From an optimization exercise on the open Yosys and OpenROAD flow, aimed at a short achievable clock period and few clock cycles; shortcuts taken in it are not production practice. Only simulation tests tie the RTL to the original design; equivalence was not proved. No activity file was given, so power comes from the tool's default toggle rates.

Design rv_core_top, start of the top module:
module rv_core_top
#(
    parameter logic [XLEN-1:0] RESET_PC = '0
) (
    input  wire logic            clk_i,
    input  wire logic            rst_n_i,
    output logic      [XLEN-1:0] inst_addr_o,
    input  wire logic [XLEN-1:0] inst_i,
    output logic                 mem_wen_o,
    output logic      [XLEN-1:0] mem_waddr_o,
    output logic      [XLEN-1:0] mem_wdata_o,
    output logic      [7:0]      mem_wmask_o,
    output logic      [XLEN-1:0] mem_raddr_o,
    input  wire logic [XLEN-1:0] mem_rdata_i
);
For scale: roughly 200 I/O pins.
==> flow/config.mk <==
export PLATFORM = sky130hd
export DESIGN_NAME = rv_core_top
export DESIGN_NICKNAME = rv_core_top
export VERILOG_FILES = /design/flow/design.v
export SDC_FILE = /design/flow/constraint.sdc
export NUM_CORES = 8
export LEC_CHECK = 0
export ABC_CLOCK_PERIOD_IN_PS = 3500
export CAP_MARGIN = 20
export CORE_MARGIN = 2
export CORE_UTILIZATION = 55
export SLEW_MARGIN = 20
export SYNTH_HIERARCHICAL = 1
==> flow/constraint.sdc <==
create_clock -name core_clock -period 13.0 [get_ports {clk_i}]
set_input_delay 2.6000 -clock core_clock [delete_from_list [all_inputs] [get_ports {clk_i}]]
set_output_delay 2.6000 -clock core_clock [all_outputs]
set_load 0.01 [all_outputs]
standard.sh (not shown) runs the stock make flow with config.mk's settings and CLKGATE_MAP_FILE= SYNTH_SCRIPT=/design/flow/synth_recipe.tcl, a recipe that flattens the netlist after the stock synthesis.
==> flow/flow/run.sh <==
#!/bin/bash
# Own layout flow: the standard ORFS flow (standard.sh), with
#  - the platform's don't-use cells plus the 4-input OR/NOR cells
#    (dont_use.txt), which are slow on long wires; the registers that
#    synthesis makes are unchanged;
#  - port buffers of a plain buffer cell (buf_4) that repair may resize.
# The SDC, clock period, I/O delays and loads are the standard flow's, unchanged.
# Each make run writes its full output to a log file here; ORFS's per-step
# logs are under orfs/logs.
set -euo pipefail
DONT_USE="DONT_USE_CELLS=$(cat flow/dont_use.txt)"
KNOBS=(
  SETUP_SLACK_MARGIN=9.3
  TNS_END_PERCENT=100
  MATCH_CELL_FOOTPRINT=0
  "BUFFER_PORTS_ARGS=-buffer_cell sky130_fd_sc_hd__buf_4"
)
bash standard.sh "$DONT_USE" synth > std_synth.log 2>&1
bash standard.sh "$DONT_USE" "${KNOBS[@]}" finish > std_finish.log 2>&1
Other scripts of this flow, unchanged in this note and not shown: flow/flow/dont_use.txt
Testbench counts at the start, summed over its fixed seeds: cycles 39,094.
Change:
--- a/flow/design.v
+++ b/flow/design.v
@@ -415,21 +415,20 @@
     logic                f_use1, f_imm0;
     logic [NUM_REGS-1:0] f_rs1_oh, f_rs2_oh, f_rd_oh;
     logic [XLEN-1:0]     f_imm_a;
     logic [4:0]          f_rs1, f_rs2;
     logic                hazard;
     logic                f_jalr_now;
     logic                take_sum;
     logic                take_jt;
     logic                jal_go;
     logic [24:0]         hi_inc, hi_dec;
-    logic [XLEN-1:0]     jal_target;
     logic [XLEN-1:0]     pc_next;
     logic                f_seq;
     logic                take_rf;
     logic                f_jal_short;
     logic [NUM_REGS-1:0] f_mask;
     logic                lc_valid;
     logic [4:0]          lc_rd;
     logic [XLEN-1:0]     lc_val;
     logic                x_link;
     logic [4*XLEN-1:0]   f_rpart1, f_rpart2;
@@ -500,29 +499,30 @@
         .take_rf_o   (take_rf),
         .jal_short_o (f_jal_short),
         .redirect_o  (redirect)
     );
     rv_pc_hi i_rv_pc_hi (
         .pc_i  (pc),
         .pc4_o (pc4),
         .inc_o (hi_inc),
         .dec_o (hi_dec)
     );
-    rv_jal i_rv_jal (
-        .inst_i   (inst_i),
-        .pc_i     (pc),
-        .hi_inc_i (hi_inc),
-        .hi_dec_i (hi_dec),
-        .target_o (jal_target)
-    );
     for (genvar g = 0; g < 4; g++) begin : g_pc
         logic s_jal_go, s_take_sum, s_take_jt, s_hold, s_seq, s_take_rf;
+        logic [XLEN-1:0] s_jal_target;
+        rv_jal i_rv_jal (
+            .inst_i   (inst_i),
+            .pc_i     (pc),
+            .hi_inc_i (hi_inc),
+            .hi_dec_i (hi_dec),
+            .target_o (s_jal_target)
+        );
         rv_fsel i_rv_fsel (
             .inst_i      (inst_i),
             .x_valid_i   (x_valid),
             .x_addi_i    (x_addi),
             .x_wrx_i     (x_wrx),
             .lc_valid_i  (lc_valid),
             .lc_rd_i     (lc_rd),
             .x_lw_i      (x_lw),
             .x_jalr_i    (x_jalr),
             .x_jlong_i   (x_jlong),
@@ -538,21 +538,21 @@
             .redirect_o  ()
         );
         rv_pc_reg #(
             .RESET_PC (RESET_PC),
             .LSB      (8 * g),
             .W        (8)
         ) i_rv_pc_reg (
             .clk_i        (clk_i),
             .rst_n_i      (rst_n_i),
             .jal_go_i     (s_jal_go),
-            .jal_i        (jal_target),
+            .jal_i        (s_jal_target),
             .take_sum_i   (s_take_sum),
             .sum_i        (x_sum),
             .take_jt_i    (s_take_jt),
             .jt_i         (x_jt),
             .take_rf_i    (s_take_rf),
             .rf_i         (lc_val),
             .hold_i       (s_hold),
             .seq_i        (s_seq),
             .pc4_i        (pc4),
             .pc_next_o    (pc_next[8*g +: 8]),
Effect: Count of clock-buffer cells in the layout is lower by 5. Clock power is higher by about 2%. Routed wire length is lower by 1.2%. Critical path depth is lower by 11. Power stays flat. Core utilization is lower by 0.33 points.
Testbench counts after the change, summed over its fixed seeds: cycles 39,094.

==> static timing again, ports no longer ideal <==
The results above use ideal ports. As a check the final layouts listed here were re-extracted and re-timed, cells and wires unchanged. Step 1 assumes that a clkbuf_16 drives the clock port and a buf_2 every other input. Step 2 times the ports against the registers' clock, not the clock port: input delays grow and output delays shrink by t, the midpoint of the rising clock arrivals with the driver on. Three values: ideal, step 1, step 2; two values: the first two.
run	shift t [ns]	setup WS [ns]	latest minus earliest clock arrival (ns)	worst register clock-pin slew, ns
the first run	0.887	8.948 / 8.889 / 8.002	0.050 / 0.050	0.07 / 0.07
the second run	0.913	8.952 / 8.870 / 8.168	0.039 / 0.039	0.07 / 0.07
After both steps every run listed still meets setup and hold. For the first run, which loses most, drivers alone change the setup slack by -0.059 ns; drivers and shift together by -0.946 ns.
